From an optimization exercise on the open Yosys and OpenROAD flow, aimed at small area, a short achievable clock period and few clock cycles per item; shortcuts taken in it are not production practice. Only simulation tests tie the RTL to the original design; equivalence was not proved. Power and IR drop assume default switching activity.

==> design/flow/constraint.sdc <==
create_clock -name core_clock -period 5.5 [get_ports {clk}]
set_input_delay 1.1000 -clock core_clock [delete_from_list [all_inputs] [get_ports {clk}]]
set_output_delay 1.1000 -clock core_clock [all_outputs]
set_load 0.01 [all_outputs]
==> design/flow/design.v <==
`timescale 1ns/1ps
module kmeans_top #(
    parameter int num_pixels = 100,
    parameter int iterations = 3
) (
    input  logic                clk,
    input  logic                reset,
    input  logic                start,
    output logic [16-1:0]   pixel_addr,
    input  logic signed [16-1:0] a_data,
    input  logic                cluster_id_rdata,
    input  logic                rgb_dark,
    output logic                cluster_id_we,
    output logic                cluster_id_wdata,
    output logic                lab_clear,
    output logic                done_kmeans,
    output logic                done_cluster
);
    localparam int SW = 16;    
    localparam int AW = 7;               
    localparam int QW = 16;              
    localparam int RW = 7;               
    localparam int TW = RW + QW;         
    localparam logic [1:0] M_IDLE = 2'd0;
    localparam logic [1:0] M_RD   = 2'd1;    
    localparam logic [1:0] M_DV   = 2'd2;    
    localparam logic [1:0] M_IL   = 2'd3;    
    localparam logic [AW-1:0] LAST   = AW'(num_pixels - 1);
    localparam logic [AW-1:0] DV_JMP = AW'(128 - QW - 3);
    localparam logic [QW-1:0] C0U = QW'(0 + 32768);
    localparam logic [QW-1:0] C1U = QW'(5 + 32768);
    logic [1:0]    mode;
    logic          pass2;
    logic [AW-1:0] addr;
    logic          ph;       
    logic          ilf;      
    logic          dv, dvf;  
    logic          lv, lvf;  
    logic [SW-1:0] u_q;
    logic          lab_q, labn_q, sn_q, id_q, dark_q;
    logic [TW-1:0] acc0, acc1;
    logic [AW-1:0] n0, n1;
    logic [7:0]    nd;       
    logic [QW+1:0] v;
    logic          fin1_q;   
    logic          fin_q;    
    logic          divstep;  
    logic          we_q, wd_q, lc_q, dk_q, dc_q;
    assign pixel_addr       = {{(16-AW){1'b0}}, addr};
    assign cluster_id_we    = we_q;
    assign cluster_id_wdata = wd_q;
    assign lab_clear        = lc_q;
    assign done_kmeans      = dk_q;
    assign done_cluster     = dc_q;
    logic [SW-1:0] u_in;
    logic          sel;
    assign u_in = {~a_data[SW-1], a_data[SW-2:0]};
    assign sel  = ~nd[7] & (|nd);
    logic idle, vclr;
    assign idle    = (mode == M_IDLE);
    assign vclr    = divstep && (&addr[3:0]);
    function automatic logic [TW-1:0] dstep(
        input logic [TW-1:0] s,
        input logic [AW-1:0] den
    );
        logic [RW:0]   r2;
        logic [RW+1:0] t;
        r2 = s[TW-1:QW-1];
        t  = {1'b0, r2} - {2'b00, den};
        if (!t[RW+1])
            dstep = {t[RW-1:0], s[QW-2:0], 1'b1};
        else
            dstep = {r2[RW-1:0], s[QW-2:0], 1'b0};
    endfunction
    logic [TW-1:0] ds0, ds1;
    assign ds0 = dstep(acc0, n0);
    assign ds1 = dstep(acc1, n1);
    function automatic logic [QW-1:0] due_bits(input logic [QW-1:0] c);
        for (int i = 0; i < QW; i++)
            due_bits[i] = c[(QW + 14 - i) % QW];
    endfunction
    localparam logic [QW-1:0] C0D = due_bits(C0U);
    localparam logic [QW-1:0] C1D = due_bits(C1U);
    logic       b0, b1, bq0, bq1;
    assign b0 = (n0 == '0) ? C0D[addr[3:0]] : ds0[0];
    assign b1 = (n1 == '0) ? C1D[addr[3:0]] : ds1[0];
    logic kq0, kq1;
    logic x0, x1, x2;
    assign x0 = !fin_q & (bq0 ^ bq1);
    assign x1 = fin_q ? (kq0 ^ kq1) : (bq0 & bq1);
    assign x2 = fin_q & kq0 & kq1;
    logic [QW:0] vt, vinc, vpre;
    logic        vc1;
    assign vt = v[QW:0];
    assign vc1 = (vt[0] & x1) | x2;
    assign vpre[0] = 1'b0;
    assign vpre[1] = vc1;
    for (genvar i = 2; i <= QW; i++)
    begin : g_vpre
        assign vpre[i] = vc1 & (&vt[i-1:1]);
    end
    assign vinc = {vt[QW:1] ^ vpre[QW:1], vt[0] ^ x1};
    logic [TW-1:0] acc_sum;
    assign acc_sum = (lab_q ? acc1 : acc0) + TW'(u_q);
    always_ff @(posedge clk)
    begin
        u_q    <= u_in;
        lab_q  <= (u_in > v[QW+1:2]);
        labn_q <= !(u_in > v[QW+1:2]);
        sn_q   <= (a_data < (-10));
        id_q   <= cluster_id_rdata;
        dark_q <= rgb_dark;
    end
    always_ff @(posedge clk)
    begin
        if (idle || fin_q)
        begin
            acc0 <= '0;
            acc1 <= '0;
            n0   <= '0;
            n1   <= '0;
            nd   <= '0;
        end
        else if (divstep)
        begin
            acc0 <= ds0;
            acc1 <= ds1;
        end
        else if (lv && !lvf)
        begin
            if (lab_q)
                acc1 <= acc_sum;
            else
                acc0 <= acc_sum;
            if (labn_q)
            begin
                n0 <= n0 + 1'b1;
                if (sn_q)
                    nd <= nd - 1'b1;
            end
            else
            begin
                n1 <= n1 + 1'b1;
                if (sn_q)
                    nd <= nd + 1'b1;
            end
        end
        if (divstep)
        begin
            bq0 <= b0;
            bq1 <= b1;
        end
        if (fin1_q)
        begin
            kq0 <= (n0 != '0) && !acc0[QW-1] && (|acc0[TW-1:QW]);
            kq1 <= (n1 != '0) && !acc1[QW-1] && (|acc1[TW-1:QW]);
        end
        if (idle)
            v <= {({1'b0, C0U} + {1'b0, C1U}), 1'b0};
        else if (vclr)
            v <= '0;
        else if (divstep || fin1_q || fin_q)
            v <= {vinc, x0};
    end
    always_ff @(posedge clk)
    begin
        if (reset)
        begin
            mode  <= M_IDLE;
            pass2 <= 1'b0;
            addr  <= '0;
            ph    <= 1'b0;
            ilf   <= 1'b0;
            dv    <= 1'b0;
            dvf   <= 1'b0;
            lv    <= 1'b0;
            lvf   <= 1'b0;
            fin1_q <= 1'b0;
            fin_q <= 1'b0;
            divstep <= 1'b0;
            we_q  <= 1'b0;
            wd_q  <= 1'b0;
            lc_q  <= 1'b0;
            dk_q  <= 1'b0;
            dc_q  <= 1'b0;
        end
        else
        begin
            lv    <= dv;
            lvf   <= dvf;
            dv    <= 1'b0;
            dvf   <= 1'b0;
            fin1_q <= 1'b0;
            fin_q <= fin1_q;
            divstep <= 1'b0;
            we_q  <= 1'b0;
            lc_q  <= 1'b0;
            case (mode)
                M_IDLE:
                    if (start)
                    begin
                        dv    <= 1'b1;
                        addr  <= addr + 1'b1;
                        mode  <= M_RD;
                        pass2 <= 1'b0;
                        dk_q  <= 1'b0;
                        dc_q  <= 1'b0;
                    end
                M_RD:
                begin
                    dv <= 1'b1;
                    if (addr == LAST)
                    begin
                        addr <= DV_JMP;
                        mode <= M_DV;
                    end
                    else
                        addr <= addr + 1'b1;
                end
                M_DV:
                begin
                    addr    <= addr + 1'b1;
                    divstep <= (addr >= DV_JMP + 1'b1) && (addr <= 7'd125);
                    fin1_q  <= (addr == 7'd126);
                    if (&addr)
                    begin
                        pass2 <= 1'b1;
                        ph    <= 1'b0;
                        ilf   <= 1'b0;
                        mode  <= pass2 ? M_IL : M_RD;
                    end
                end
                default:  
                begin
                    ph <= ~ph;
                    if (!ph)
                    begin
                        dv   <= (addr <= LAST);
                        dvf  <= ilf;
                        addr <= (addr == '0) ? LAST : addr - 1'b1;
                        if (lv)
                        begin
                            we_q <= 1'b1;
                            if (lvf)
                            begin
                                wd_q <= ~(id_q ^ sel);
                                lc_q <= (id_q ^ sel) | dark_q;
                                dk_q <= 1'b1;
                            end
                            else
                                wd_q <= !labn_q;
                        end
                    end
                    else
                    begin
                        if (addr == LAST)
                        begin
                            if (dk_q)
                            begin
                                addr <= '0;
                                dc_q <= 1'b1;
                                mode <= M_IDLE;
                            end
                            else
                                addr <= AW'(1);
                        end
                        else if (!ilf && addr == LAST - 1'b1)
                        begin
                            addr <= '0;
                            ilf  <= 1'b1;
                        end
                        else
                            addr <= addr + 2'd2;
                    end
                end
            endcase
        end
    end
endmodule
==> design/flow/run.sh <==
#!/bin/bash
# synth_recipe.tcl (not shown) runs the flow's synth.tcl, then flattens the netlist and writes it again
# the make line also repeats each setting of config.mk as NAME=value (left out here)
make -C /OpenROAD-flow-scripts/flow DESIGN_CONFIG=/design/flow/config.mk WORK_HOME=/design/flow/orfs CLKGATE_MAP_FILE= SYNTH_SCRIPT=/design/flow/synth_recipe.tcl finish
==> design/flow/config.mk <==
export PLATFORM = sky130hd
export DESIGN_NAME = kmeans_top
export DESIGN_NICKNAME = kmeans_top
export VERILOG_FILES = /design/flow/design.v
export SDC_FILE = /design/flow/constraint.sdc
export NUM_CORES = 4
export LEC_CHECK = 0
export ABC_AREA = 1
export CAP_MARGIN = 20
export CORE_MARGIN = 2
export CORE_UTILIZATION = 40
export SETUP_SLACK_MARGIN = 3.5
export SLEW_MARGIN = 20
==> flow_metrics.py, run 1 <==
metrics = {
    "outcome": {
        "status": "timing/DRC/antenna clean",
    },
    "global_routing": {
        "grt_pass1_wl_um": 42600,
        "grt_antenna_before_repair": 0,
        "track_usage": 0.217,
        "grt_overflow": 0,
        "grt_pass1_vias": 8744,
        "grt_max_degree": 56,
    },
    "timing": {
        "hold_viol": 0,
        "rsz0062_at_grt": "yes",
        "max_slew_margin": 0.646,
        "setup_viol": 0,
        "clock_skew_ns": 0.0157,
        "worst_pin_slew_ns": 0.531,
        "fin_hold_ws_ns": 0.407,
        "setup_tns_ns": 0,
        "period_needed_ns": 2.25,
        "max_freq_ghz": 0.444,
        "drv_slew": 0,
        "fin_crit_sh": 0.410,
    },
    "floorplan": {
        "core_area_um2": 22700,
        "die_h_um": 156,
        "die_w_um": 156,
        "die_area_um2": 24500,
        "io_pins": 42,
        "initial_utilization": 0.409,
        "placementRows": 55,
    },
    "clock_network": {
        "cts_sinks": 135,
        "insertion_delay_ns": 0.43,
        "root_buffer": "clkbuf_16",
        "clkTransAtPathRegs_ns": 0.06,
        "cts_tree": "done",
        "numCtsBuffers": 17,
        "htree_levels": 4,
        "cts.path.max_buffers": 2,
        "hold_buffers": 0,
    },
    "place": {
        "hpwlAfterDp_um": 18000,
        "place_inst": 1660,
        "io_buffers": 32,
        "place_congestion": 0.925,
    },
    "logic_synthesis": {
        "synth_edf_count": 4,
        "synth_area_um2": 9290,
        "synth.largest_area_cell": "dfxtp_1",
        "async_flop_share": 0,
        "synth_xor_area_frac": 0.0302,
        "yosys.area_share.adder": 0.108,
        "ys_seq_area_frac": 0.295,
        "synth_seq_cells": 135,
        "synth_mux_area_frac": 0,
        "ys_warn_count": 1,
        "ys.flop_type": "dfxtp_1",
        "yosysMostFrequentCell": "nand2_1",
        "synth_area_leaders": "dfxtp_1, nand2_1, ha_1, inv_1, a21oi_1",
        "synth_top_family_by_area": "simple AND/OR/NAND/NOR gates",
        "yosys.area_share.simple": 0.272,
        "avgSynthCellArea_um2": 6.75,
        "synthTopCellsByCount": "nand2_1, inv_1, dfxtp_1, a21oi_1, nand3_1",
        "synth_compound_area_frac": 0.172,
        "syn_inst": 1376,
        "ys_types": 53,
        "synth_top_area_frac": 0.282,
    },
    "final_layout": {
        "stdcell_count": 1765,
        "area_growth_syn_to_layout_pct": 33.4,
        "postLayoutCoreUtil": 0.546,
        "antenna_cells": 0,
        "drive_gt1_frac": 0.298,
        "nets": 1566,
        "fillers": 2067,
    },
    "route": {
        "wirelength_um": 28000,
        "drc": 0,
        "wl_per_cell_um": 15.8,
        "vias": 9354,
        "dr.first_iter.drc_count": 491,
        "vias_per_cell": 5.30,
        "ant_nets": 0,
        "drt_pass1_iterations": 5,
    },
    "hold_path": {
        "whs_endpoint": "lvf",
        "whs_path_depth": 2,
        "min_path_type": "reg2reg",
        "worstHoldStart": "dvf",
    },
    "setup_path": {
        "crit_arrival_ns": 2.62,
        "reg2reg_depth": 15,
        "setup.worst_path.class": "reg2reg",
        "worstReg2RegStart": "lab_q",
        "critical_path.max_fanout": 5,
        "rrSetupSlack_ns": 3.25,
        "end_kind": "flip-flop",
        "worstPathRequired_ns": 5.87,
        "reg2reg_to": "acc0[20]",
        "start_kind": "flip-flop",
    },
    "pwr": {
        "ir_drop_uv": 285,
        "power_uw": 4140,
        "p_leak_uw": 0.00534,
        "pwr_density_cell_nw_per_um2": 334,
    },
    "run": {
        "drv_cap": 0,
    },
}
-- power breakdown --
group | internal (uW) | leakage, uW | switching (uW) | total [uW]
clock | 680 | 0.000292 | 495 | 1180
combinational | 692 | 0.00394 | 1120 | 1810
sequential | 1070 | 0.00111 | 81.1 | 1150
-- final cells by class --
| type | instances | area (um^2) | area share |
|---|---|---|---|
| clock buffers | 18 | 429 | 0.0346 |
| repair buffers | 107 | 1030 | 0.0834 |
| repair inverters | 1 | 7.51 | 0.000605 |
| inverters | 238 | 938 | 0.0757 |
| multi-input cells | 967 | 6690 | 0.539 |
| flip-flops and latches | 135 | 2790 | 0.225 |
| well taps | 285 | 357 | 0.0288 |
| clock inverters | 14 | 161 | 0.0130 |
-- registers in the layout, indices dropped and copies added, names as in the netlist, 2 cells and up --
signal	cells
acc0	23
acc1	23
v	18
u_q	16
nd	8
addr	7
n0	7
n1	7
mode	2
-- metal layers --
| metal | wire length [um] | track usage |
|---|---|---|
| met3 | 1130 | 0.0393 |
| met1 | 12700 | 0.280 |
| met5 | 0 | 0 |
| met2 | 13500 | 0.370 |
| met4 | 659 | 0.0655 |
-- through the flow --
step / setup slack (ns) / cell area [um^2]
global placement: 2.76 / 9910
global route: 3.15 / 12400
detailed placement: 2.70 / 9910
floorplan: 3.25 / 9470
finish: 3.25 / 12400
CTS: 3.28 / 11300
-- critical path, cell delays in order, from the launching register on --
cell       delay [ns]
dfxtp_4          0.38
buf_8            0.16
clkbuf_16        0.16
nand2_4          0.07
o21ai_4          0.06
ha_4             0.33
nand2_4          0.08
o21ai_2          0.19
nand2_2          0.11
nand2_4          0.10
nand2_4          0.07
nand2_4          0.09
nand2_1          0.05
nand2_1          0.08
nand3_2          0.12
a21oi_2          0.15
-- logic make-up after synthesis --
group | after synthesis
XOR/XNOR | 32
AND/OR/NAND/NOR | 561
flip-flops | 135
buffers and inverters | 282
other | 1
AO/OA/AOI/OAI | 287
adder cells (fa/ha/maj) | 78
-- how the worst max path moves through the flow --
stage / startpoint / slack, ns / to
after floorplan: lab_q / 3.25 / acc1[16]
after global placement: lab_q / 2.76 / acc0[13]
after detailed placement: lab_q / 2.70 / acc1[13]
after CTS: lab_q / 3.28 / acc1[18]
after global routing: lab_q / 3.15 / acc1[16]
final: lab_q / 3.25 / acc0[20]
-- layout by cell type, fill, tap and decap left out, drive strengths merged, types with 4 or more instances in the layout --
| cell | count |
|---|---|
| nand2 | 306 |
| inv | 241 |
| dfxtp | 131 |
| a21oi | 120 |
| o21ai | 98 |
| nand3 | 97 |
| nor2 | 97 |
| buf | 83 |
| ha | 74 |
| xor2 | 28 |
| clkbuf | 23 |
| a31oi | 22 |
| o22ai | 21 |
| nor3 | 21 |
| nand4 | 20 |
| dlygate4sd2 | 12 |
| conb | 9 |
| nor4 | 9 |
| clkinv | 7 |
| or2 | 6 |
| o211ai | 5 |
| xnor2 | 4 |
| a211oi | 4 |
| edfxtp | 4 |
| nand3b | 4 |
| fa | 4 |
-- repair_timing --
item | CTS | global route
endpoints found under the hold margin | 0 | 0
setup buffers | 41 | 27
resized for setup | 199 | 240
gates cloned | 2 | 3
pin swaps | 60 | 91
endpoints found under the setup margin | 107 | 90
Testbench counts, summed over its fixed seeds: cycles 30,728, jobs 48.
==> run 2: changes to the inputs <==
--- a/design/flow/config.mk
+++ b/design/flow/config.mk
@@ -9,5 +9,5 @@
 export CAP_MARGIN = 20
 export CORE_MARGIN = 2
 export CORE_UTILIZATION = 40
-export SETUP_SLACK_MARGIN = 3.5
+export SETUP_SLACK_MARGIN = 2.8
 export SLEW_MARGIN = 20
==> run 2 against run 1 <==
Critical endpoint is now pixel_addr[0]. Via count shrank 7.3%. Synthesized cell count stayed put. Maximum frequency shrank 14%. Clock skew decreased by 0.0048 ns. Final cell count fell by 4.0%. Synthesized area stayed put. Largest cell class unchanged. Critical path depth is 14 lower.
==> flow_metrics.py, run 2 <==
metrics = {
    "setup_path": {
        "reg2reg_depth": 11,
        "critPathTopFamily": "buffers and inverters",
        "end_kind": "primary output",
        "crit_path_top_delay_cell": "clkdlybuf4s50_1",
        "slowest_delay_ns": 0.60,
        "start_kind": "flip-flop",
        "worstPathRequired_ns": 4.40,
        "crit_buf_inv": 1,
        "cp.depth": 1,
        "worstPathCellList": "clkdlybuf4s50_1",
        "setup.worst_path.class": "reg2out",
        "crit_arrival_ns": 1.51,
        "critical_path.max_fanout": 13,
    },
    "timing": {
        "period_needed_ns": 2.61,
        "hold_viol": 0,
        "max_slew_margin": 0.510,
        "worst_pin_slew_ns": 0.735,
        "setup_tns_ns": 0,
        "max_freq_ghz": 0.383,
        "setup_viol": 0,
        "fin_crit_sh": 0.474,
        "drv_slew": 0,
        "rsz0062_at_grt": "no",
        "clock_skew_ns": 0.0109,
    },
    "logic_synthesis": {
        "syn_inst": 1376,
        "avgSynthCellArea_um2": 6.75,
        "synthTopCellsByCount": "nand2_1, inv_1, dfxtp_1, a21oi_1, nand3_1",
        "yosysMostFrequentCell": "nand2_1",
        "synth.largest_area_cell": "dfxtp_1",
        "ys.flop_type": "dfxtp_1",
        "async_flop_share": 0,
        "synth_edf_count": 4,
        "synth_top_area_frac": 0.282,
        "ys_warn_count": 1,
        "synth_area_leaders": "dfxtp_1, nand2_1, ha_1, inv_1, a21oi_1",
        "synth_area_um2": 9290,
        "synth_seq_cells": 135,
        "ys_seq_area_frac": 0.295,
        "ys_types": 53,
    },
    "final_layout": {
        "final_cell_mix": "nand2_1, inv_1, dfxtp_1, a21oi_1, nand3_1",
        "antenna_cells": 0,
        "reg_top3": "acc0: 23 flops, acc1: 23 flops, v: 18 flops",
        "final_common_cell": "nand2_1",
        "drive_gt1_frac": 0.0688,
        "nets": 1496,
        "area_growth_syn_to_layout_pct": 11.7,
    },
    "clock_network": {
        "htree_levels": 4,
        "numCtsBuffers": 17,
        "cts_tree": "done",
        "root_buffer": "clkbuf_16",
        "hold_buffers": 0,
        "cts_sinks": 135,
        "cts.path.max_buffers": 2,
        "clkTransAtPathRegs_ns": 0.06,
        "insertion_delay_ns": 0.43,
    },
    "place": {
        "hpwlAfterDp_um": 18100,
        "place_congestion": 0.918,
        "io_buffers": 32,
    },
    "global_routing": {
        "track_usage": 0.206,
        "grt_pass1_vias": 8193,
        "grt_pass1_wl_um": 40500,
        "grt_antenna_before_repair": 0,
        "grt_max_degree": 56,
        "grt_overflow": 0,
    },
    "floorplan": {
        "die_area_um2": 24500,
        "die_h_um": 156,
        "placementRows": 55,
        "io_pins": 42,
        "initial_utilization": 0.409,
        "core_area_um2": 22700,
        "die_w_um": 156,
    },
    "pwr": {
        "internal-power_uw": 2140,
        "power_uw": 3620,
        "pwr_density_cell_nw_per_um2": 348,
        "p_switching_uw": 1480,
        "power_frac_comb": 0.370,
        "seqPwrFrac": 0.325,
        "p_leak_uw": 0.00460,
        "ir_drop_uv": 269,
        "pwr-share-clk": 0.305,
        "switching_share": 0.409,
    },
    "route": {
        "drc": 0,
        "ant_nets": 0,
        "wirelength_um": 24300,
        "wl_per_cell_um": 14.4,
        "drt_pass1_iterations": 5,
        "vias_per_cell": 5.11,
        "vias": 8668,
        "dr.first_iter.drc_count": 483,
    },
    "outcome": {
        "status": "timing/DRC/antenna clean",
    },
    "run": {
        "drv_cap": 0,
    },
    "hold_path": {
        "min_path_type": "reg2reg",
        "whs_path_depth": 2,
    },
}
[run 2: cell types whose count changed in the layout (fill, tap and decap cells not counted), moves of 23 or more]
cell	change
inv_1	+30
nand2_1	+83
ha_4	-23
clkdlybuf4s50_1	+29
nor2_1	+23
nand2_2	-62
buf_4	-52
nand3_1	+27
ha_1	+29
[run 2: what timing repair did]
item | CTS | global route
gates resized for setup | 4 | 7
setup buffers | 0 | 2
cloned | 0 | 0
setup endpoints to repair | 43 | 38
[run 2: area by class of cell]
class	count	area [um^2]
Fill cell	2362	12300
Tap cell	285	357
Inverter	238	896
Multi-Input combinational cell	967	5450
Clock buffer	18	429
Timing Repair Buffer	38	373
Sequential cell	135	2750
Clock inverter	14	126
[run 2: logic make-up (layout without fill, tap and decap cells)]
| kind of cell | after synthesis | in the layout | share of synthesized area |
|---|---|---|---|
| other | 1 | 9 | 0.000403 |
| flip-flops | 135 | 135 | 0.295 |
| buffers and inverters | 282 | 308 | 0.122 |
| XOR/XNOR | 32 | 32 | 0.0302 |
| AO/OA/AOI/OAI | 287 | 287 | 0.172 |
| AND/OR/NAND/NOR | 561 | 561 | 0.272 |
| adder cells (fa/ha/maj) | 78 | 78 | 0.108 |
[run 2: layer usage]
layer / vias to the layer above / track usage / share of wire
met4: 0 / 0.0581 / 0.011
met3: 23 / 0.0258 / 0.031
li1: 4539 / - / -
met2: 154 / 0.345 / 0.46
met1: 3952 / 0.278 / 0.49
met5: - / 0 / 0
[run 2: worst paths after layout]
path                            startpoint       endpoint  slack (ns)
worst min register to register          dv             lv        0.40
worst min-delay path                    dv             lv        0.40
worst max-delay path               addr[0]  pixel_addr[0]        2.89
worst max register to register    acc1[15]       acc1[18]        3.01
[run 2: through the flow]
stage	hold WS [ns]	instance area [um^2]	utilization	setup WS, ns	instances
after floorplan	0.388	9320	-	2.86	1384
after global placement	0.391	9790	0.431	2.44	1661
after detailed placement	0.392	9790	0.431	2.35	1661
after CTS	0.400	10400	0.456	2.77	1693
after global routing	0.409	10400	0.457	2.81	1695
final	0.400	10400	0.457	2.89	1695
[run 2: power by group through the flow]
stage	clock (uW)	combinational, uW	sequential, uW
floorplan	0	1000	1150
global placement	0	1320	1200
detailed placement	0	1320	1200
CTS	1120	1330	1180
global route	1160	1510	1190
finish	1100	1340	1180
==> run 3: changes to the inputs <==
--- a/design/flow/config.mk
+++ b/design/flow/config.mk
@@ -9,5 +9,5 @@
 export CAP_MARGIN = 20
 export CORE_MARGIN = 2
 export CORE_UTILIZATION = 40
-export SETUP_SLACK_MARGIN = 2.8
+export SETUP_SLACK_MARGIN = 3.2
 export SLEW_MARGIN = 20
==> run 3 against run 2 <==
Clock power down 5%. Sequential share of layout area down 2.1 points. Critical endpoint is now acc1[16]. Non-clock buffer count up 32. Final cell count up 1.9%. Flip-flop and latch count unchanged. Global-route usage up 0.29 points. Synthesized area unchanged. Clock skew down 0.0020 ns. Combinational power up about 10%. Register-to-register slack better by 0.21 ns. Core utilization up 4.2 points. Synthesized cell count unchanged.
==> flow_metrics.py, run 3 <==
metrics = {
    "logic_synthesis": {
        "yosysMostFrequentCell": "nand2_1",
        "synth_edf_count": 4,
        "ys_warn_count": 1,
        "async_flop_share": 0,
        "ys_seq_area_frac": 0.295,
        "synth_area_leaders": "dfxtp_1, nand2_1, ha_1, inv_1, a21oi_1",
        "syn_inst": 1376,
        "synth_seq_cells": 135,
        "ys_types": 53,
        "synthTopCellsByCount": "nand2_1, inv_1, dfxtp_1, a21oi_1, nand3_1",
        "synth_area_um2": 9290,
        "ys.flop_type": "dfxtp_1",
        "synth.largest_area_cell": "dfxtp_1",
        "avgSynthCellArea_um2": 6.75,
        "synth_top_area_frac": 0.282,
    },
    "place": {
        "place_congestion": 0.893,
        "io_buffers": 32,
        "dp_slack_ns": 2.47,
        "hpwlAfterDp_um": 18000,
    },
    "floorplan": {
        "die_area_um2": 24500,
        "core_area_um2": 22700,
        "initial_utilization": 0.409,
        "die_w_um": 156,
        "io_pins": 42,
        "placementRows": 55,
        "die_h_um": 156,
    },
    "final_layout": {
        "reg_top3": "acc0: 23 flops, acc1: 23 flops, v: 18 flops",
        "drive_gt1_frac": 0.186,
        "final_cell_mix": "nand2_1, inv_1, dfxtp_1, a21oi_1, o21ai_0",
        "nets": 1529,
        "multiInputGateArea_um2": 6040,
        "fillers": 2209,
        "antenna_cells": 0,
        "final_common_cell": "nand2_1",
        "seqCellArea_um2": 2770,
        "area_growth_syn_to_layout_pct": 22.0,
    },
    "route": {
        "ant_nets": 0,
        "drt_pass1_iterations": 5,
        "wl_per_cell_um": 15.1,
        "vias": 9038,
        "vias_per_cell": 5.23,
        "wirelength_um": 26100,
        "drc": 0,
        "dr.first_iter.drc_count": 542,
    },
    "setup_path": {
        "setup.worst_path.class": "reg2reg",
        "crit_arrival_ns": 2.65,
        "end_kind": "flip-flop",
        "reg2reg_depth": 15,
        "start_kind": "flip-flop",
        "critical_path.max_fanout": 6,
        "worstPathRequired_ns": 5.87,
    },
    "timing": {
        "clock_skew_ns": 0.00891,
        "setup_viol": 0,
        "setup_ws_ns": 3.22,
        "hold_viol": 0,
        "max_freq_ghz": 0.438,
        "fin_hold_ws_ns": 0.414,
        "setup_tns_ns": 0,
        "rsz0062_at_grt": "yes",
        "worst_pin_slew_ns": 0.750,
        "fin_crit_sh": 0.415,
        "drv_slew": 0,
        "max_slew_margin": 0.500,
        "period_needed_ns": 2.28,
    },
    "pwr": {
        "ir_drop_uv": 260,
        "p_leak_uw": 0.00504,
        "pwr_density_cell_nw_per_um2": 327,
    },
    "global_routing": {
        "grt_max_degree": 56,
        "track_usage": 0.209,
        "grt_pass1_vias": 8390,
        "grt_antenna_before_repair": 0,
        "grt_pass1_wl_um": 41200,
        "grt_overflow": 0,
    },
    "clock_network": {
        "numCtsBuffers": 17,
        "insertion_delay_ns": 0.42,
        "clkTransAtPathRegs_ns": 0.06,
        "hold_buffers": 0,
        "cts_sinks": 135,
        "cts_tree": "done",
        "cts.path.max_buffers": 2,
        "root_buffer": "clkbuf_16",
        "htree_levels": 4,
    },
    "hold_path": {
        "whs_path_depth": 2,
        "min_path_type": "reg2reg",
    },
    "outcome": {
        "status": "timing/DRC/antenna clean",
    },
    "run": {
        "drv_cap": 0,
    },
}
[run 3: changes by cell type in the layout (fill, tap and decap cells not counted), moves of 12 or more]
| cell | delta |
|---|---|
| a21oi_1 | -16 |
| a21oi_2 | +16 |
| buf_4 | +27 |
| clkdlybuf4s50_1 | -19 |
| dlygate4sd2_1 | +12 |
| inv_1 | -14 |
| nand2_1 | -43 |
| nand2_2 | +34 |
| nand3_1 | -24 |
| nand3_2 | +22 |
| nor2_1 | -16 |
| o21ai_0 | -14 |
[run 3: cell type report]
cell class                 count  share of cell area
sequential                   135               0.244
clock inverter                12             0.00673
tap                          285              0.0315
timing repair buffer          70              0.0621
clock buffer                  20              0.0403
timing repair inverter         1            0.000662
multi-input combinational    967               0.533
inverter                     238              0.0812
[run 3: cells by family (layout without fill, tap and decap cells)]
group	count (synthesis)	after routing	synth area share
flip-flops	135	135	0.295
adder cells (fa/ha/maj)	78	78	0.108
XOR/XNOR	32	32	0.0302
other	1	9	0.000403
buffers and inverters	282	341	0.122
AO/OA/AOI/OAI	287	287	0.172
AND/OR/NAND/NOR	561	561	0.272
[run 3: worst paths after layout]
check / slack, ns / end / start
worst max-delay path: 3.22 / acc1[16] / lab_q
worst min-delay path: 0.41 / lv / dv
worst max register to register: 3.22 / acc1[16] / lab_q
worst min register to register: 0.41 / lv / dv
[run 3: report_power, final]
| group | total, uW | switching [uW] | internal (uW) |
|---|---|---|---|
| sequential | 1190 | 114 | 1070 |
| clock | 1050 | 450 | 597 |
| combinational | 1480 | 966 | 509 |
| total | 3710 | 1530 | 2180 |
[run 3: per-layer routing]
| metal | routed length [um] | track usage |
|---|---|---|
| met1 | 12000 | 0.282 |
| met2 | 12400 | 0.349 |
| met3 | 1170 | 0.0249 |
| met4 | 602 | 0.0629 |
| met5 | 0 | 0 |
[run 3: stage by stage]
stage / cells / util / total power (uW) / cell area [um^2]
finish: 1728 / 0.499 / 3710 / 11300
global route: 1728 / 0.499 / 3970 / 11300
CTS: 1705 / 0.465 / 3610 / 10600
detailed placement: 1660 / 0.431 / 2520 / 9790
global placement: 1660 / 0.431 / 2530 / 9790
floorplan: 1384 / - / 2160 / 9350
[run 3: repair_timing]
item | 4_1_cts | 5_1_grt
gates cloned | 0 | 3
setup endpoints to repair | 82 | 54
pin swaps | 10 | 74
resized for setup | 52 | 166
setup buffers | 13 | 20
[run 3: worst max-delay path: stages, from the launching register on]
cell and delay, ns:
dfxtp_4 0.39, buf_12 0.13, buf_6 0.12, o21ai_1 0.08, ha_1 0.37, nand2_1 0.13
inv_1 0.07, a21oi_2 0.23, nor2_4 0.07, nor2_4 0.18, nand2_4 0.08, nand2_1 0.07
nand3_2 0.10, nand3_2 0.10, nand2_1 0.06, inv_1 0.04
==> run 4: changes to the inputs <==
--- a/design/flow/config.mk
+++ b/design/flow/config.mk
@@ -9,5 +9,7 @@
 export CAP_MARGIN = 20
 export CORE_MARGIN = 2
 export CORE_UTILIZATION = 40
-export SETUP_SLACK_MARGIN = 3.2
+export CTS_BUF_LIST = sky130_fd_sc_hd__clkbuf_8
+export CTS_CLUSTER_SIZE = 30
+export SETUP_SLACK_MARGIN = 3.0
 export SLEW_MARGIN = 20
==> run 4 against run 3 <==
Still clean. Sequential power about the same. Flip-flop and latch count is the same. Synthesized area is the same. Worst hold slack hardly changed. Non-clock buffer count fell by 24. Register-to-register slack lost 0.06 ns. Final cell count fell by 1.4%. Critical endpoint is now lab_clear.
==> flow_metrics.py, run 4 <==
metrics = {
    "outcome": {
        "status": "timing/DRC/antenna clean",
    },
    "final_layout": {
        "area_growth_syn_to_layout_pct": 12.8,
        "fillers": 2374,
        "reg_top3": "acc0: 23 flops, acc1: 23 flops, v: 18 flops",
        "final_common_cell": "nand2_1",
        "antenna_cells": 0,
        "final_cell_mix": "nand2_1, inv_1, dfxtp_1, a21oi_1, o21ai_0",
        "stdcell_count": 1704,
        "nets": 1505,
        "drive_gt1_frac": 0.106,
    },
    "logic_synthesis": {
        "yosys.area_share.adder": 0.108,
        "async_flop_share": 0,
        "syn_inst": 1376,
        "ys_types": 53,
        "synth.largest_area_cell": "dfxtp_1",
        "avgSynthCellArea_um2": 6.75,
        "synth_top_area_frac": 0.282,
        "synth_top_family_by_area": "simple AND/OR/NAND/NOR gates",
        "yosys.area_share.simple": 0.272,
        "ys.flop_type": "dfxtp_1",
        "ys_seq_area_frac": 0.295,
        "synth_seq_cells": 135,
        "yosysMostFrequentCell": "nand2_1",
        "synth_compound_area_frac": 0.172,
        "synth_edf_count": 4,
        "ys_warn_count": 1,
        "synth_area_um2": 9290,
        "synth_xor_area_frac": 0.0302,
        "synthTopCellsByCount": "nand2_1, inv_1, dfxtp_1, a21oi_1, nand3_1",
        "synth_area_leaders": "dfxtp_1, nand2_1, ha_1, inv_1, a21oi_1",
        "synth_mux_area_frac": 0,
    },
    "global_routing": {
        "grt_pass1_vias": 8569,
        "grt_pass1_wl_um": 41600,
        "grt_max_degree": 56,
        "track_usage": 0.210,
        "grt_overflow": 0,
        "grt_antenna_before_repair": 0,
    },
    "timing": {
        "period_needed_ns": 2.40,
        "clock_skew_ns": 0.0150,
        "drv_slew": 0,
        "max_slew_margin": 0.409,
        "setup_tns_ns": 0,
        "rsz0062_at_grt": "yes",
        "hold_viol": 0,
        "setup_viol": 0,
        "worst_pin_slew_ns": 0.887,
        "fin_crit_sh": 0.436,
        "max_freq_ghz": 0.417,
        "fin_hold_ws_ns": 0.414,
        "setup_ws_ns": 3.10,
    },
    "route": {
        "drc": 0,
        "wirelength_um": 25200,
        "vias": 8815,
        "ant_nets": 0,
        "drt_pass1_iterations": 5,
        "dr.first_iter.drc_count": 469,
        "wl_per_cell_um": 14.8,
        "vias_per_cell": 5.17,
    },
    "place": {
        "io_buffers": 32,
        "dp_slack_ns": 2.48,
        "place_inst": 1660,
        "hpwlAfterDp_um": 18000,
        "place_congestion": 0.902,
    },
    "setup_path": {
        "setup.worst_path.class": "reg2out",
        "crit_buf_inv": 1,
        "crit_arrival_ns": 1.30,
        "worstPathCellList": "clkdlybuf4s50_1",
        "reg2reg_to": "acc1[19]",
        "cp.depth": 1,
        "critical_path.max_fanout": 1,
        "worstPathRequired_ns": 4.40,
        "rrSetupSlack_ns": 3.16,
        "slowest_delay_ns": 0.52,
        "end_kind": "primary output",
        "critPathTopFamily": "buffers and inverters",
        "reg2reg_depth": 16,
        "crit_path_top_delay_cell": "clkdlybuf4s50_1",
        "start_kind": "flip-flop",
        "worstReg2RegStart": "lab_q",
    },
    "floorplan": {
        "die_w_um": 156,
        "placementRows": 55,
        "initial_utilization": 0.409,
        "die_h_um": 156,
        "io_pins": 42,
        "core_area_um2": 22700,
        "die_area_um2": 24500,
    },
    "hold_path": {
        "min_path_type": "reg2reg",
        "whs_endpoint": "lv",
        "whs_path_depth": 2,
        "worstHoldStart": "dv",
    },
    "run": {
        "drv_cap": 0,
    },
    "pwr": {
        "pwr_density_cell_nw_per_um2": 323,
        "p_leak_uw": 0.00467,
        "ir_drop_uv": 227,
    },
    "clock_network": {
        "htree_levels": 4,
        "root_buffer": "clkbuf_8",
        "cts_tree": "done",
        "insertion_delay_ns": 0.46,
        "cts_sinks": 135,
        "clkTransAtPathRegs_ns": 0.09,
        "cts.path.max_buffers": 2,
        "numCtsBuffers": 17,
        "hold_buffers": 0,
    },
}
[run 4: worst max path at each step]
stage                from            to
floorplan           lab_q      acc1[16]
global placement    lab_q      acc0[13]
detailed placement  lab_q      acc1[13]
CTS                  dc_q  done_cluster
global route        lab_q      acc0[18]
finish               lc_q     lab_clear
[run 4: timing repair]
item,in CTS,in global routing
pin swaps,0,18
resized for setup,25,53
setup endpoints to repair,52,34
gates cloned,0,2
setup buffers,5,5
[run 4: final cells by class]
type                            instances  area (um^2)  area share
Timing Repair inverter                  1         5.00    0.000477
Tap cell                              285          357      0.0340
Timing Repair Buffer                   46          450      0.0430
Clock inverter                         12          105      0.0100
Clock buffer                           20          275      0.0263
Inverter                              238          901      0.0859
Multi-Input combinational cell        967         5620       0.536
Sequential cell                       135         2770       0.264
[run 4: where the power goes]
part	total, uW	internal, uW	leakage, uW	switching, uW
Clock	817	364	0.000192	453
Sequential	1180	1070	0.00111	113
Combinational	1380	455	0.00338	926
[run 4: stage by stage]
stage	cell area, um^2	total power (uW)	util
CTS	10200	3360	0.450
global placement	9780	2520	0.431
global route	10500	3640	0.462
floorplan	9330	2160	-
detailed placement	9780	2530	0.431
finish	10500	3380	0.462
[run 4: layer usage]
| metal | wire (um) | up-vias | GRT usage | part of all wire |
|---|---|---|---|---|
| met5 | 0 | - | 0 | 0 |
| met4 | 303 | 0 | 0.0603 | 0.012 |
| met3 | 963 | 29 | 0.0327 | 0.038 |
| met2 | 11900 | 179 | 0.361 | 0.47 |
| met1 | 12000 | 4058 | 0.273 | 0.48 |
| li1 | - | 4549 | - | - |
[run 4: logic make-up after synthesis]
logic type / count (synthesis)
fa+ha+maj: 78
buf+inv: 282
xor+xnor: 32
flops: 135
compound gates: 287
other cells: 1
simple gates: 561
==> run 5: changes to the inputs <==
--- a/design/flow/config.mk
+++ b/design/flow/config.mk
@@ -8,8 +8,6 @@
 export ABC_AREA = 1
 export CAP_MARGIN = 20
 export CORE_MARGIN = 2
-export CORE_UTILIZATION = 40
-export CTS_BUF_LIST = sky130_fd_sc_hd__clkbuf_8
-export CTS_CLUSTER_SIZE = 30
+export CORE_UTILIZATION = 60
 export SETUP_SLACK_MARGIN = 3.0
 export SLEW_MARGIN = 20
==> run 5 against run 4 <==
Design area increased by 0.64%. Via count increased by 2.6%. Die area decreased by 33%. Core utilization increased by 23 points. Flip-flop and latch count unchanged. Global-route usage increased by 8.9 points. Register-to-register slack got worse by 0.03 ns. Sequential share of layout area decreased by 0.16 points. Total power increased by 8.7%. Largest power group unchanged.
==> flow_metrics.py, run 5 <==
metrics = {
    "route": {
        "drc": 0,
        "dr.first_iter.drc_count": 628,
        "wirelength_um": 24200,
        "vias": 9048,
        "wl_met3_um": 1300,
        "routed.top_layer": "met4",
        "dr_wl_met2_um": 11500,
        "wl_met1_um": 10900,
        "wl_per_cell_um": 15.0,
        "drt_pass1_iterations": 5,
        "vias_per_cell": 5.63,
        "ant_nets": 0,
    },
    "clock_network": {
        "clkTransAtPathRegs_ns": 0.06,
        "cts_tree": "done",
        "cts.path.max_buffers": 2,
        "root_buffer": "clkbuf_16",
        "numCtsBuffers": 17,
        "htree_levels": 4,
        "cts_sinks": 135,
        "insertion_delay_ns": 0.43,
    },
    "logic_synthesis": {
        "synthTopCellsByCount": "nand2_1, inv_1, dfxtp_1, a21oi_1, nand3_1",
        "ys_seq_area_frac": 0.295,
        "ys.flop_type": "dfxtp_1",
        "synth_top_area_frac": 0.282,
        "synth_area_um2": 9290,
        "syn_inst": 1376,
        "synth_area_leaders": "dfxtp_1, nand2_1, ha_1, inv_1, a21oi_1",
        "ys_types": 53,
        "ys_warn_count": 1,
        "synth_edf_count": 4,
        "async_flop_share": 0,
        "avgSynthCellArea_um2": 6.75,
        "synth_seq_cells": 135,
        "synth.largest_area_cell": "dfxtp_1",
        "yosysMostFrequentCell": "nand2_1",
    },
    "setup_path": {
        "crit_path_top_delay_cell": "clkdlybuf4s50_1",
        "critical_path.max_fanout": 4,
        "setup.worst_path.class": "reg2out",
        "cp.depth": 1,
        "worstReg2RegStart": "lab_q",
        "start_kind": "flip-flop",
        "slowest_delay_ns": 0.55,
        "worstPathCellList": "clkdlybuf4s50_1",
        "worstPathRequired_ns": 4.40,
        "crit_start": "dk_q",
        "rrSetupSlack_ns": 3.13,
        "endpoint": "done_kmeans",
        "crit_buf_inv": 1,
        "reg2reg_depth": 16,
        "crit_arrival_ns": 1.35,
        "critPathTopFamily": "buffers and inverters",
        "end_kind": "primary output",
        "reg2reg_to": "acc1[18]",
    },
    "floorplan": {
        "die_area_um2": 16500,
        "initial_utilization": 0.614,
        "io_pins": 42,
        "placementRows": 45,
        "die_w_um": 128,
        "die_h_um": 128,
        "core_area_um2": 15100,
    },
    "timing": {
        "setup_ws_ns": 3.05,
        "rsz0062_at_grt": "yes",
        "worst_pin_slew_ns": 1.05,
        "max_slew_margin": 0.300,
        "max_freq_ghz": 0.409,
        "hold_viol": 0,
        "setup_tns_ns": 0,
        "clock_skew_ns": 0.00849,
        "period_needed_ns": 2.45,
        "fin_crit_sh": 0.445,
        "drv_slew": 0,
        "setup_viol": 0,
    },
    "run": {
        "drv_cap": 0,
    },
    "place": {
        "place_congestion": 0.933,
        "place_inst": 1563,
        "dp_slack_ns": 2.51,
        "hpwlAfterDp_um": 17400,
        "io_buffers": 32,
    },
    "global_routing": {
        "grt_pass1_vias": 8230,
        "grt_overflow": 0,
        "track_usage": 0.300,
        "grt_pass1_wl_um": 39800,
        "grt_antenna_before_repair": 0,
        "grt_max_degree": 56,
    },
    "hold_path": {
        "whs_path_depth": 2,
        "min_path_type": "reg2reg",
    },
    "final_layout": {
        "area_growth_syn_to_layout_pct": 13.5,
        "stdcell_count": 1608,
        "drive_gt1_frac": 0.106,
        "reg_top3": "acc0: 23 flops, acc1: 23 flops, v: 18 flops",
        "final_cell_mix": "nand2_1, inv_1, dfxtp_1, a21oi_1, o21ai_0",
        "antenna_cells": 0,
        "final_common_cell": "nand2_1",
        "nets": 1506,
    },
    "pwr": {
        "pwr_density_cell_nw_per_um2": 349,
        "p_leak_uw": 0.00479,
        "ir_drop_uv": 315,
    },
    "outcome": {
        "status": "timing/DRC/antenna clean",
    },
}
==> run 5: worst min path at each step <==
stage | start | to | slack (ns)
5_1_grt | dv | lv | 0.44
2_1_floorplan | dv | lv | 0.39
3_5_place_dp | dvf | lvf | 0.39
4_1_cts | dv | lv | 0.41
6_report | dv | lv | 0.41
3_3_place_gp | dv | lv | 0.40
==> run 5: area by class of cell <==
type	instances	area, um^2
Tap cell	188	235
Inverter	238	900
Clock inverter	15	148
Sequential cell	135	2770
Multi-Input combinational cell	967	5600
Fill cell	1331	4600
Timing Repair Buffer	48	472
Clock buffer	17	425
==> run 5: cell families after synthesis <==
logic type | share of synthesized area
simple gates | 0.272
compound gates | 0.172
buf+inv | 0.122
flops | 0.295
fa+ha+maj | 0.108
xor+xnor | 0.0302
other cells | 0.000403
==> run 5: report_power, final <==
group / switching (uW) / leakage, uW / internal, uW / total [uW]
combinational: 923 / 0.00341 / 464 / 1390
clock: 513 / 0.000280 / 602 / 1120
sequential: 104 / 0.00111 / 1070 / 1180
==> run 5: repair_timing <==
action	4_1_cts	5_1_grt
endpoints found under the setup margin	50	37
buffers inserted	3	10
resized for setup	16	50
hold buffers	0	0
pin swaps	0	18
==> run 5: metrics by stage <==
stage	utilization	hold slack, ns	total power [uW]	area (um^2)
after floorplan	-	0.388	2160	9330
after global placement	0.638	0.396	2490	9660
after detailed placement	0.638	0.393	2500	9660
after CTS	0.680	0.409	3640	10300
after global routing	0.697	0.443	3920	10600
final	0.697	0.407	3680	10600
==> run 5: routing by layer <==
layer | track usage | vias to the layer above
met1 | 0.396 | 4157
met4 | 0.0892 | 0
met5 | 0 | -
li1 | - | 4564
met2 | 0.504 | 281
met3 | 0.0507 | 46
==> run 6: changes to the inputs <==
--- a/design/flow/config.mk
+++ b/design/flow/config.mk
@@ -8,6 +8,7 @@
 export ABC_AREA = 1
 export CAP_MARGIN = 20
 export CORE_MARGIN = 2
-export CORE_UTILIZATION = 60
+export CORE_UTILIZATION = 40
+export GPL_TIMING_DRIVEN = 1
 export SETUP_SLACK_MARGIN = 3.0
 export SLEW_MARGIN = 20
==> run 6 against run 5 <==
Worst setup slack gained 0.013 ns. Clock-buffer cell count grew 3. Core utilization shrank 23 points. Still clean on timing, DRC and antenna. Via count shrank 2.5%. Maximum frequency grew 0.55%.
==> flow_metrics.py, run 6 <==
metrics = {
    "clock_network": {
        "cts.path.max_buffers": 2,
        "numCtsBuffers": 17,
        "cts_tree": "done",
        "cts_sinks": 135,
        "clkTransAtPathRegs_ns": 0.07,
        "hold_buffers": 0,
        "insertion_delay_ns": 0.43,
        "root_buffer": "clkbuf_16",
        "htree_levels": 4,
    },
    "route": {
        "drc": 0,
        "vias_per_cell": 5.18,
        "vias": 8826,
        "wirelength_um": 25000,
        "wl_per_cell_um": 14.7,
        "dr.first_iter.drc_count": 456,
        "ant_nets": 0,
        "drt_pass1_iterations": 5,
    },
    "global_routing": {
        "grt_max_degree": 56,
        "grt_use_met2": 0.360,
        "grt_pass1_wl_um": 41800,
        "grtUsageMet3": 0.0363,
        "grt_use_met1": 0.274,
        "track_usage": 0.212,
        "busiest_layer": "met2",
        "grt_pass1_vias": 8635,
        "grt_antenna_before_repair": 0,
        "grt_overflow": 0,
    },
    "timing": {
        "fin_crit_sh": 0.442,
        "hold_viol": 0,
        "rsz0062_at_grt": "yes",
        "drv_slew": 0,
        "max_slew_margin": 0.428,
        "max_freq_ghz": 0.411,
        "worst_pin_slew_ns": 0.859,
        "clock_skew_ns": 0.00915,
        "setup_tns_ns": 0,
        "setup_ws_ns": 3.07,
        "setup_viol": 0,
        "period_needed_ns": 2.43,
    },
    "floorplan": {
        "die_h_um": 156,
        "io_pins": 42,
        "die_w_um": 156,
        "core_area_um2": 22700,
        "placementRows": 55,
        "initial_utilization": 0.409,
        "die_area_um2": 24500,
    },
    "final_layout": {
        "design_area_um2": 10600,
        "final_cell_mix": "nand2_1, inv_1, dfxtp_1, a21oi_1, nand3_1",
        "area_growth_syn_to_layout_pct": 14.0,
        "multiInputGateArea_um2": 5540,
        "seqCellArea_um2": 2770,
        "reg_top3": "acc0: 23 flops, acc1: 23 flops, v: 18 flops",
        "fillers": 2363,
        "stdcell_count": 1704,
        "final_common_cell": "nand2_1",
        "drive_gt1_frac": 0.0923,
        "nets": 1505,
        "antenna_cells": 0,
    },
    "setup_path": {
        "rrSetupSlack_ns": 3.14,
        "worstPathCellList": "clkdlybuf4s50_1",
        "reg2reg_to": "acc1[19]",
        "start_kind": "flip-flop",
        "end_kind": "primary output",
        "critPathTopFamily": "buffers and inverters",
        "crit_buf_inv": 1,
        "worstReg2RegStart": "lab_q",
        "crit_arrival_ns": 1.33,
        "setup.worst_path.class": "reg2out",
        "reg2reg_depth": 13,
        "critical_path.max_fanout": 2,
        "crit_path_top_delay_cell": "clkdlybuf4s50_1",
        "worstPathRequired_ns": 4.40,
        "slowest_delay_ns": 0.54,
    },
    "hold_path": {
        "whs_path_depth": 2,
        "min_path_type": "reg2reg",
        "whs_endpoint": "lvf",
        "worstHoldStart": "dvf",
    },
    "place": {
        "dp_slack_ns": 2.48,
        "hpwlAfterDp_um": 18000,
        "place_inst": 1660,
        "placed_cell_area_um2": 9780,
        "place_congestion": 0.902,
        "io_buffers": 32,
    },
    "logic_synthesis": {
        "ys.flop_type": "dfxtp_1",
        "synth_top_area_frac": 0.282,
        "synth_seq_cells": 135,
        "syn_inst": 1376,
        "ys_seq_area_frac": 0.295,
        "yosysMostFrequentCell": "nand2_1",
        "avgSynthCellArea_um2": 6.75,
        "synth_edf_count": 4,
        "synth_area_leaders": "dfxtp_1, nand2_1, ha_1, inv_1, a21oi_1",
        "ys_types": 53,
        "synth.largest_area_cell": "dfxtp_1",
        "async_flop_share": 0,
        "synthTopCellsByCount": "nand2_1, inv_1, dfxtp_1, a21oi_1, nand3_1",
        "synth_area_um2": 9290,
        "ys_warn_count": 1,
    },
    "run": {
        "drv_cap": 0,
    },
    "pwr": {
        "p_leak_uw": 0.00475,
        "ir_drop_uv": 235,
        "pwr_density_cell_nw_per_um2": 348,
        "power_uw": 3690,
    },
    "outcome": {
        "status": "timing/DRC/antenna clean",
    },
}
==> run 6: cell types whose count changed in the layout (fill, tap and decap cells not counted), moves of 3 or more <==
cell and change:
a21oi_1 +4, a21oi_2 -4, buf_4 -3, clkbuf_8 +3, clkinv_4 -3, dlygate4sd2_1 +4, nand3_1 +7, nand3_2 -7
nor2_1 +3, nor2_2 -4
==> run 6: per-stage QoR <==
stage	utilization	hold slack [ns]
2_1_floorplan	-	0.388
3_3_place_gp	0.431	0.397
3_5_place_dp	0.431	0.400
4_1_cts	0.458	0.413
5_1_grt	0.467	0.430
6_report	0.467	0.414
==> run 6: power breakdown <==
group | internal, uW | switching, uW | total (uW)
Combinational | 454 | 917 | 1370
Clock | 629 | 501 | 1130
Sequential | 1070 | 113 | 1190
==> run 6: routing by layer <==
layer	up-vias	routed length [um]
met3	40	993
li1	4563	-
met5	-	0
met2	187	11800
met1	4036	11800
met4	0	389
==> run 6: what timing repair did <==
action,CTS,global route
gates cloned,0,1
setup buffers,2,9
pin swaps,0,12
endpoints found under the setup margin,51,35
gates resized for setup,22,34
==> run 6: worst max path at each step <==
stage	from	to	slack (ns)	depth (start not counted)
final	wd_q	cluster_id_wdata	3.07	1
after detailed placement	lab_q	acc1[13]	2.48	14
after global routing	lab_q	acc0[20]	2.96	15
after global placement	lab_q	acc0[13]	2.51	14
after CTS	addr[1]	pixel_addr[1]	3.01	1
after floorplan	lab_q	acc1[16]	3.02	18
==> run 6: final cells by class <==
class                           count  share of cell area
Clock buffer                       20              0.0441
Clock inverter                     12             0.00992
Inverter                          238              0.0853
Multi-Input combinational cell    967               0.523
Sequential cell                   135               0.261
Tap cell                          285              0.0337
Timing Repair Buffer               46              0.0422
Timing Repair inverter              1            0.000472
==> run 6: cell families (layout without fill, tap and decap cells) <==
group | count (synthesis) | count (layout) | synth area share
simple gates | 561 | 561 | 0.272
other cells | 1 | 9 | 0.000403
buf+inv | 282 | 317 | 0.122
fa+ha+maj | 78 | 78 | 0.108
xor+xnor | 32 | 32 | 0.0302
compound gates | 287 | 287 | 0.172
flops | 135 | 135 | 0.295
==> run 7: changes to the inputs <==
--- a/design/flow/config.mk
+++ b/design/flow/config.mk
@@ -9,6 +9,5 @@
 export CAP_MARGIN = 20
 export CORE_MARGIN = 2
 export CORE_UTILIZATION = 40
-export GPL_TIMING_DRIVEN = 1
 export SETUP_SLACK_MARGIN = 3.0
 export SLEW_MARGIN = 20
==> run 7 against run 6 <==
Still clean on timing, DRC and antenna. Sequential power hardly changed. Final cell count unchanged. Flip-flop and latch count unchanged. Sequential share of layout area unchanged. Register-to-register slack about the same. Synthesized cell count stayed put. First-iteration DRC count is the same. Critical path type unchanged. Highest routed layer unchanged.
==> flow_metrics.py, run 7 <==
metrics = {
    "route": {
        "drt_pass1_iterations": 5,
        "vias_per_cell": 5.18,
        "wl_per_cell_um": 14.7,
        "wirelength_um": 25000,
        "dr.first_iter.drc_count": 456,
        "vias": 8826,
        "ant_nets": 0,
        "drc": 0,
    },
    "hold_path": {
        "worstHoldStart": "dvf",
        "min_path_type": "reg2reg",
    },
    "clock_network": {
        "cts_tree": "done",
        "cts_sinks": 135,
        "cts.path.max_buffers": 2,
        "hold_buffers": 0,
        "insertion_delay_ns": 0.43,
        "numCtsBuffers": 17,
        "root_buffer": "clkbuf_16",
        "clkTransAtPathRegs_ns": 0.07,
        "htree_levels": 4,
    },
    "timing": {
        "fin_crit_sh": 0.442,
        "fin_hold_ws_ns": 0.414,
        "clock_skew_ns": 0.00915,
        "rsz0062_at_grt": "yes",
        "max_freq_ghz": 0.411,
        "max_slew_margin": 0.428,
        "drv_slew": 0,
        "setup_tns_ns": 0,
        "period_needed_ns": 2.43,
        "setup_ws_ns": 3.07,
        "worst_pin_slew_ns": 0.859,
        "setup_viol": 0,
        "hold_viol": 0,
    },
    "global_routing": {
        "grt_max_degree": 56,
        "grt_pass1_vias": 8635,
        "track_usage": 0.212,
        "grt_pass1_wl_um": 41800,
        "grt_overflow": 0,
        "grt_antenna_before_repair": 0,
    },
    "final_layout": {
        "area_growth_syn_to_layout_pct": 14.0,
        "reg_top3": "acc0: 23 flops, acc1: 23 flops, v: 18 flops",
        "drive_gt1_frac": 0.0923,
        "final_common_cell": "nand2_1",
        "antenna_cells": 0,
        "nets": 1505,
        "design_area_um2": 10600,
        "final_cell_mix": "nand2_1, inv_1, dfxtp_1, a21oi_1, nand3_1",
    },
    "place": {
        "place_congestion": 0.902,
        "hpwlAfterDp_um": 18000,
        "io_buffers": 32,
        "dp_slack_ns": 2.48,
        "placed_cell_area_um2": 9780,
    },
    "logic_synthesis": {
        "synth_edf_count": 4,
        "synth_area_leaders": "dfxtp_1, nand2_1, ha_1, inv_1, a21oi_1",
        "ys_seq_area_frac": 0.295,
        "synth.largest_area_cell": "dfxtp_1",
        "syn_inst": 1376,
        "synthTopCellsByCount": "nand2_1, inv_1, dfxtp_1, a21oi_1, nand3_1",
        "yosysMostFrequentCell": "nand2_1",
        "synth_seq_cells": 135,
        "avgSynthCellArea_um2": 6.75,
        "ys_warn_count": 1,
        "ys_types": 53,
        "async_flop_share": 0,
        "ys.flop_type": "dfxtp_1",
        "synth_top_area_frac": 0.282,
        "synth_area_um2": 9290,
    },
    "setup_path": {
        "rrSetupSlack_ns": 3.14,
        "worstPathCellList": "clkdlybuf4s50_1",
        "end_kind": "primary output",
        "reg2reg_depth": 13,
        "crit_arrival_ns": 1.33,
        "cp.depth": 1,
        "endpoint": "cluster_id_wdata",
        "critical_path.max_fanout": 2,
        "critPathTopFamily": "buffers and inverters",
        "worstPathRequired_ns": 4.40,
        "setup.worst_path.class": "reg2out",
        "crit_path_top_delay_cell": "clkdlybuf4s50_1",
        "crit_start": "wd_q",
        "reg2reg_to": "acc1[19]",
        "slowest_delay_ns": 0.54,
        "worstReg2RegStart": "lab_q",
        "crit_buf_inv": 1,
        "start_kind": "flip-flop",
    },
    "outcome": {
        "status": "timing/DRC/antenna clean",
    },
    "floorplan": {
        "die_area_um2": 24500,
        "die_h_um": 156,
        "io_pins": 42,
        "core_area_um2": 22700,
        "placementRows": 55,
        "die_w_um": 156,
        "initial_utilization": 0.409,
    },
    "pwr": {
        "pwr_density_cell_nw_per_um2": 348,
        "ir_drop_uv": 235,
        "p_leak_uw": 0.00475,
    },
    "run": {
        "drv_cap": 0,
    },
}
## run 7: cell counts after synthesis
Identical to the previous run, type by type.
## run 7: worst min-delay path by stage
stage / endpoint / slack, ns / depth (start not counted)
after floorplan: lv / 0.39 / 2
after global placement: lv / 0.40 / 2
after detailed placement: lv / 0.40 / 2
after CTS: lv / 0.41 / 2
after global routing: lvf / 0.43 / 2
final: lvf / 0.41 / 2
## run 7: layout make-up
class | instances | area, um^2
inverter | 238 | 903
multi-input combinational | 967 | 5540
sequential | 135 | 2770
fill | 2363 | 12100
tap | 285 | 357
timing repair inverter | 1 | 5.00
timing repair buffer | 46 | 447
clock inverter | 12 | 105
clock buffer | 20 | 467
## run 7: timing repair
item | 4_1_cts | 5_1_grt
endpoints found under the setup margin | 51 | 35
pin swaps | 0 | 12
gates resized for setup | 22 | 34
cloned | 0 | 1
buffers inserted | 2 | 9
## run 7: cell families (layout without fill, tap and decap cells)
logic type,Yosys count,in the layout,share of synthesized area
AO/OA/AOI/OAI,287,287,0.172
AND/OR/NAND/NOR,561,561,0.272
adder cells (fa/ha/maj),78,78,0.108
other,1,9,0.000403
XOR/XNOR,32,32,0.0302
flip-flops,135,135,0.295
buffers and inverters,282,317,0.122
## run 7: metrics by stage
stage,power (uW),std cells,utilization
after global placement,2520,1660,0.431
final,3690,1704,0.467
after CTS,3670,1694,0.458
after global routing,3940,1704,0.467
after floorplan,2160,1384,-
after detailed placement,2530,1660,0.431
## run 7: power breakdown
group | leakage, uW | internal, uW | switching (uW)
sequential | 0.00111 | 1070 | 113
combinational | 0.00337 | 454 | 917
clock | 0.000280 | 629 | 501
## run 7: per-layer routing
layer | global-route usage | vias up | wire [um]
li1 | - | 4563 | -
met1 | 0.274 | 4036 | 11800
met2 | 0.360 | 187 | 11800
met3 | 0.0363 | 40 | 993
met4 | 0.0673 | 0 | 389
met5 | 0 | - | 0
==> run 8: changes to the inputs <==
--- a/design/flow/config.mk
+++ b/design/flow/config.mk
@@ -5,9 +5,10 @@
 export SDC_FILE = /design/flow/constraint.sdc
 export NUM_CORES = 4
 export LEC_CHECK = 0
-export ABC_AREA = 1
+export ABC_AREA = 0
 export CAP_MARGIN = 20
 export CORE_MARGIN = 2
 export CORE_UTILIZATION = 40
+export CTS_BUF_LIST = sky130_fd_sc_hd__clkbuf_8
 export SETUP_SLACK_MARGIN = 3.0
 export SLEW_MARGIN = 20
==> run 8 against run 7 <==
Still clean on timing, DRC and antenna. Die area decreased by 4.6%. Synthesized cell count decreased by 22%. Sequential share of layout area decreased by 0.16 points. Sequential power decreased by 5%. Clock-buffer cell count decreased by 3. Total power decreased by 18%. Global-route usage decreased by 2.1 points. Synthesized area decreased by 4.7%. Critical path type is now reg2reg. Critical endpoint is now acc1[21]. Largest cell class unchanged. Largest power group is now sequential cells. Highest routed layer unchanged.
==> flow_metrics.py, run 8 <==
metrics = {
    "outcome": {
        "status": "timing/DRC/antenna clean",
    },
    "pwr": {
        "pwr_density_cell_nw_per_um2": 283,
        "p_switching_uw": 1180,
        "switching_share": 0.390,
        "internal-power_uw": 1850,
        "ir_drop_uv": 229,
        "seqPwrFrac": 0.372,
        "p_leak_uw": 0.00411,
        "pwr-share-clk": 0.270,
        "power_frac_comb": 0.358,
    },
    "final_layout": {
        "antenna_cells": 0,
        "design_area_um2": 10700,
        "area_growth_syn_to_layout_pct": 21.0,
        "final_common_cell": "nor2_1",
        "final_cell_mix": "nor2_1, dfxtp_1, nand2_1, a21oi_1, inv_1",
        "fillers": 2099,
        "reg_top3": "acc0: 23 flops, acc1: 23 flops, v: 18 flops",
        "nets": 1228,
        "drive_gt1_frac": 0.195,
    },
    "route": {
        "vias": 7706,
        "wl_per_cell_um": 16.1,
        "dr.first_iter.drc_count": 449,
        "drt_pass1_iterations": 5,
        "wirelength_um": 22900,
        "vias_per_cell": 5.42,
        "drc": 0,
        "ant_nets": 0,
    },
    "logic_synthesis": {
        "syn_inst": 1068,
        "synthTopCellsByCount": "dfxtp_1, nor2_1, a21oi_1, nand2_1, ha_1",
        "ys.flop_type": "dfxtp_1",
        "async_flop_share": 0,
        "synth_area_leaders": "dfxtp_1, ha_1, nor2_1, xnor2_1, a21oi_1",
        "synth_seq_cells": 135,
        "synth_edf_count": 4,
        "ys_seq_area_frac": 0.310,
        "ys_warn_count": 1,
        "synth.largest_area_cell": "dfxtp_1",
        "synth_top_area_frac": 0.296,
        "avgSynthCellArea_um2": 8.29,
        "synth_area_um2": 8850,
        "yosysMostFrequentCell": "dfxtp_1",
        "ys_types": 83,
    },
    "setup_path": {
        "crit_start": "lab_q",
        "cp.depth": 11,
        "rrSetupSlack_ns": 2.62,
        "critPathTopFamily": "compound AO/OA/AOI/OAI gates",
        "slowest_delay_ns": 0.43,
        "reg2reg_to": "acc1[21]",
        "reg2reg_depth": 11,
        "endpoint": "acc1[21]",
        "worstReg2RegStart": "lab_q",
        "crit_path_top_delay_cell": "dfxtp_4",
        "worstPathCellList": "mux2_2 > ha_4 > nand2_1 > o211ai_1 > o2111ai_4 > a211oi_4 > o21ai_4 > buf_4 > buf_6 > a2111oi_4 > a2111oi_2",
        "crit_buf_inv": 2,
        "worstPathRequired_ns": 5.80,
        "setup.worst_path.class": "reg2reg",
        "critical_path.max_fanout": 7,
        "crit_arrival_ns": 3.19,
        "start_kind": "flip-flop",
        "end_kind": "flip-flop",
    },
    "global_routing": {
        "grt_overflow": 0,
        "track_usage": 0.190,
        "grt_antenna_before_repair": 0,
        "grt_pass1_vias": 7200,
        "grt_max_degree": 74,
        "grt_pass1_wl_um": 36800,
    },
    "timing": {
        "setup_ws_ns": 2.62,
        "max_slew_margin": 0.378,
        "rsz0062_at_grt": "yes",
        "max_freq_ghz": 0.347,
        "hold_viol": 0,
        "drv_slew": 0,
        "setup_tns_ns": 0,
        "period_needed_ns": 2.88,
        "fin_crit_sh": 0.524,
        "clock_skew_ns": 0.0155,
        "worst_pin_slew_ns": 0.929,
        "setup_viol": 0,
    },
    "floorplan": {
        "io_pins": 42,
        "initial_utilization": 0.407,
        "die_h_um": 153,
        "core_area_um2": 21800,
        "placementRows": 54,
        "die_area_um2": 23300,
        "die_w_um": 153,
    },
    "clock_network": {
        "insertion_delay_ns": 0.46,
        "cts_tree": "done",
        "htree_levels": 4,
        "cts.path.max_buffers": 2,
        "numCtsBuffers": 17,
        "cts_sinks": 135,
        "hold_buffers": 0,
        "root_buffer": "clkbuf_8",
        "clkTransAtPathRegs_ns": 0.08,
    },
    "hold_path": {
        "min_path_type": "reg2reg",
    },
    "place": {
        "hpwlAfterDp_um": 15400,
        "placed_cell_area_um2": 9470,
        "io_buffers": 32,
        "place_congestion": 0.840,
        "dp_slack_ns": 1.96,
    },
    "run": {
        "drv_cap": 0,
    },
}
[run 8: worst min-delay path, delay by kind of cell, from the launching register on]
kind            cells  cell delay, ns
flops               1            0.31
compound gates      1            0.05
buf+inv             1            0.04
[run 8: worst min path at each step]
stage / startpoint / end / slack, ns / depth (start not counted)
global placement: dv / lv / 0.42 / 1
CTS: dark_q / lc_q / 0.44 / 2
detailed placement: dark_q / lc_q / 0.43 / 2
finish: dark_q / lc_q / 0.43 / 2
global route: dark_q / lc_q / 0.47 / 2
floorplan: dark_q / lc_q / 0.41 / 2
[run 8: cells by family after synthesis]
kind of cell,share of synthesized area
adder cells (fa/ha/maj),0.114
AO/OA/AOI/OAI,0.227
other,0.000424
XOR/XNOR,0.0623
flip-flops,0.310
buffers and inverters,0.0557
multiplexers,0.0438
AND/OR/NAND/NOR,0.187
[run 8: routing by layer]
metal | global-route usage | wire length [um] | part of all wire | up-vias
met3 | 0.0279 | 806 | 0.035 | 21
met2 | 0.314 | 10900 | 0.48 | 151
li1 | - | - | - | 3902
met5 | 0 | 0 | 0 | -
met1 | 0.261 | 10900 | 0.48 | 3632
met4 | 0.0507 | 261 | 0.011 | 0
[run 8: repair_timing]
| action | in CTS | in global routing |
|---|---|---|
| pin swaps | 44 | 45 |
| resized for setup | 71 | 64 |
| buffers inserted | 29 | 24 |
| setup endpoints to repair | 59 | 51 |
[run 8: cell type report]
class	instances	area [um^2]	share of cell area
clock buffers	17	234	0.0218
flip-flops and latches	135	2790	0.260
clock inverters	15	143	0.0133
repair buffers	92	826	0.0770
well taps	280	350	0.0327
inverters	62	233	0.0217
multi-input cells	821	6150	0.574
[run 8: power groups by stage]
stage                     clock [uW]  sequential (uW)  combinational, uW
after floorplan                    0             1110                748
after global placement             0             1160                955
after detailed placement           0             1160                960
after CTS                        837             1130               1040
after global routing             882             1140               1200
final                            817             1130               1090
[run 8: stage by stage]
step | cells | utilization | hold WS [ns] | power, uW
2_1_floorplan | 1076 | - | 0.407 | 1860
3_3_place_gp | 1337 | 0.435 | 0.417 | 2110
3_5_place_dp | 1337 | 0.435 | 0.428 | 2120
4_1_cts | 1398 | 0.473 | 0.441 | 3000
5_1_grt | 1422 | 0.493 | 0.468 | 3220
6_report | 1422 | 0.493 | 0.434 | 3030

separate check: timing with driven ports:
The flow's constraints put no driver on any port. The routed layouts listed below were extracted and timed again, unchanged, in two steps.
Step 1 assumes that a clkbuf_16 drives the clock port and a buf_2 every other input.
Step 2 times the ports against the registers' clock, not the clock port: input delays grow and output delays shrink by t, the midpoint of the rising clock arrivals with the driver on.
Slacks: ideal ports / drivers / drivers and shift; pairs: ideal ports / drivers.
run	t, ns	slack for setup (ns)	worst setup path at the end	worst slew at a driven data input, ns
run 1	0.470	3.247 / 3.247 / 3.093	input to register	0.04
run 2	0.471	2.891 / 2.844 / 2.643	input to register	0.04
run 3	0.466	3.215 / 3.207 / 2.869	input to register	0.04
run 4	0.497	3.102 / 3.057 / 2.687	input to register	0.04
run 5	0.473	3.053 / 3.006 / 2.724	input to register	0.04
run 6	0.476	3.066 / 3.020 / 2.698	input to register	0.04
run 7	0.476	3.066 / 3.020 / 2.698	input to register	0.04
run 8	0.498	2.616 / 2.616 / 2.616	register to register	0.04
After both steps setup and hold are still met in every run listed. For run 4, which loses most, drivers alone change the setup slack by -0.045 ns; drivers and shift together by -0.415 ns.
